From an optimization exercise on the open Yosys and OpenROAD flow, aimed at small area and a short achievable clock period; shortcuts taken in it are not production practice.
Power and IR drop assume default switching activity.

## dadda_mul_top
module dadda_mul_top
(
    input  logic        clk,
    input  logic        arst_n,
    input  logic [31:0] a,
    input  logic [31:0] b,
    output logic [63:0] y
);
Size in the first run: about 2,500 cells after synthesis, roughly 120 flip-flops, about 130 I/O pins, ~25,000 um^2 of cells after synthesis.
export LEC_CHECK = 0
export ABC_AREA = 1
export ABC_CLOCK_PERIOD_IN_PS = 22000
export CAP_MARGIN = 20
export CORE_MARGIN = 2
export CORE_UTILIZATION = 40
export CTS_BUF_LIST = sky130_fd_sc_hd__clkbuf_4 sky130_fd_sc_hd__clkbuf_8
export PLACE_DENSITY = 0.75
export SLEW_MARGIN = 20
export SYNTH_HIERARCHICAL = 1
export SYNTH_MINIMUM_KEEP_SIZE = 0
create_clock -name core_clock -period 22.0 [get_ports {clk}]
standard.sh (not shown) runs the stock make flow with config.mk's settings and CLKGATE_MAP_FILE= SYNTH_SCRIPT=/design/flow/synth_recipe.tcl, a recipe that flattens the netlist after the stock synthesis.
==> flow/flow/run.sh <==
#!/bin/bash
# standard layout with buf_2 port buffers, a clock tree without dummy loads, and the
# resizer's setup repair aiming for extra slack from placement to clock tree synthesis, for a little
# less after global routing, and for the plain constraints in the rest
set -euo pipefail
P="BUFFER_PORTS_ARGS=-buffer_cell sky130_fd_sc_hd__buf_2"
C="CTS_ARGS=-sink_clustering_enable -repair_clock_nets -dont_use_dummy_load -sink_clustering_size 30 -buf_list {sky130_fd_sc_hd__clkbuf_4 sky130_fd_sc_hd__clkbuf_8}"
bash standard.sh "$P" "$C" SETUP_SLACK_MARGIN=0 floorplan > standard_make_fp.log 2>&1
bash standard.sh "$P" "$C" SETUP_SLACK_MARGIN=13.9 cts > standard_make_cts.log 2>&1
bash standard.sh "$P" "$C" SETUP_SLACK_MARGIN=13.7 grt > standard_make_grt.log 2>&1
bash standard.sh "$P" "$C" SETUP_SLACK_MARGIN=0 finish > standard_make_finish.log 2>&1
Rerun with:
==> flow/flow/run.sh (replaced) <==
#!/bin/bash
# standard layout with buf_2 port buffers; the resizer's setup repair aims for extra slack
# up to clock tree synthesis, and only for the plain constraints after global routing
set -euo pipefail
P="BUFFER_PORTS_ARGS=-buffer_cell sky130_fd_sc_hd__buf_2"
bash standard.sh "$P" SETUP_SLACK_MARGIN=13.9 cts > standard_make_cts.log 2>&1
bash standard.sh "$P" SETUP_SLACK_MARGIN=0 finish > standard_make_finish.log 2>&1
Settings changed: PLACE_DENSITY 0.75 to unset.
What happened: Power increases by a little under a tenth; cell area grows slightly; routed wire length rose by about a fifth; worst hold slack gets worse by 0.028 ns.
Function was not checked in any run of this note: the RTL went through the layout flow alone.

---

run A:
dadda_mul_top, a different RTL version from the one above (not shown whole).
Size in the first run: roughly 2500 cells after synthesis, about 26000 um2 of cells after synthesis.
Settings: LEC_CHECK=0, ABC_AREA=1, ABC_CLOCK_PERIOD_IN_PS=22000, CAP_MARGIN=20, CORE_MARGIN=2, CORE_UTILIZATION=40, SLEW_MARGIN=20, SYNTH_HIERARCHICAL=1, SYNTH_MINIMUM_KEEP_SIZE=0; clock period 22.0 ns.
run.sh (not shown) runs the stock make flow with config.mk's settings and CLKGATE_MAP_FILE= SYNTH_SCRIPT=/design/flow/synth_recipe.tcl, a recipe that flattens the netlist after the stock synthesis.
Stock flow here: none of the scripts above is used.
Input changes introduced in run B (baseline for comparison: run A):
- swapping 40 for 70 in CORE_UTILIZATION
==> flow/flow/run.sh (new file) <==
#!/bin/bash
# standard layout with buf_2 port buffers and the resizer's setup repair aiming for extra slack
set -euo pipefail
bash standard.sh "BUFFER_PORTS_ARGS=-buffer_cell sky130_fd_sc_hd__buf_2" SETUP_SLACK_MARGIN=13.9 finish > standard_make.log 2>&1
==> flow/standard.sh (new file) <==
#!/bin/bash
# synth_recipe.tcl (not shown) runs the flow's synth.tcl, then flattens the netlist and writes it again
# the make line also repeats each setting of config.mk as NAME=value (left out here)
make -C /OpenROAD-flow-scripts/flow DESIGN_CONFIG=/design/flow/config.mk WORK_HOME=/design/flow/orfs CLKGATE_MAP_FILE= SYNTH_SCRIPT=/design/flow/synth_recipe.tcl "${@:-finish}"
removed: flow/run.sh
Results
Run B against run A: area used by multi-input combinational logic rose by 3.5%; maximum vdd ir drop rose 49%.
Cmp run B vs run A: critical path data required time lower in run B
Run B vs run A — cell area climbed by a few percent
Combinational power (run B over run A): increase, about 3%
Reported for run B and run A, net count of the mapped netlist turned out identical to the last digit.
Number of buffers other than clock buffers in the final layout in run B is 68 higher than in run A
Setup changes, run B to run C
- a change of CORE_UTILIZATION from 70 to 55
### Flow results
Of run C and run B, the higher iteration count of the initial detailed-routing pass belongs to run B. Run C vs. run B: post-route minimum period up 0.041 ns, worst setup slack -0.041 ns, maximum single-stage delay on the critical path was more or less identical, ratio of final minimum period to clock period +0.19 points. On global-route usage: between run C and run B, it ends up lower for run C. A capturing instance or port of the critical path of hy_q[30] is what run C shows, while hy_q[27] belongs to run B. Run C: all stages complete, timing, DRC and antenna checks passed. Re length of routed met3 wiring: run C is 1900 um down on run B. The area fraction of clock buffers and clock inverters on run C is in line with that on run B. Run C against run B: total detailed-routing wirelength rose about 3.6%, number of well taps rose 139.
Input-level comparison between run D and run C:
- CTS_BUF_LIST: unset -> sky130_fd_sc_hd__clkbuf_4 sky130_fd_sc_hd__clkbuf_8
- CORE_UTILIZATION: 55 -> 40
Findings:
Run D ends up with higher routed length on met2 than run C does.
Diff run C -> run D | cell area | decrease of 1.1%
Run D ran to completion and came out clean on the timing, DRC and antenna checks.
On area of the multi-input gates: run D sits below run C.
No functional check of the RTL was part of any run of this note.

[what the ideal ports hide]
The results above use ideal ports. As a check the final layouts listed here were re-extracted and re-timed, cells and wires unchanged.
Step 1 assumes that a clkbuf_16 drives the clock port and a buf_2 every other input.
Step 2 adds t to the input delays and takes it off the output delays; t is the mean of the earliest and latest rising clock arrival at the registers after step 1. Input paths then give back, and output paths get back, about the clock's delay inside the block.
a / b / c = no drivers / after step 1 / after step 2; a / b = the first two.
run	t, ns	slack for setup (ns)	hold WS [ns]	worst setup path at the end	worst register clock-pin slew, ns
the first run of note 1	0.611	13.741 / 13.730 / 13.119	3.610 / 3.574 / 4.185	input to register	0.09 / 0.09
the second run of note 1	0.629	13.770 / 13.774 / 13.145	3.581 / 3.549 / 4.178	input to register	0.09 / 0.09
run A	0.555	12.915 / 12.950 / 12.394	3.881 / 3.862 / 4.418	input to register	0.06 / 0.06
run B	0.514	13.860 / 13.884 / 13.369	3.890 / 3.869 / 4.384	input to register	0.07 / 0.07
run C	0.552	13.818 / 13.855 / 13.303	3.722 / 3.691 / 4.243	input to register	0.07 / 0.07
run D	0.620	13.879 / 13.911 / 13.291	3.805 / 3.794 / 4.414	input to register	0.09 / 0.09
After both steps setup and hold are still met in every run listed. The setup slack of the second run of note 1, which loses most, moves by +0.004 ns with the drivers and by -0.625 ns with both steps.
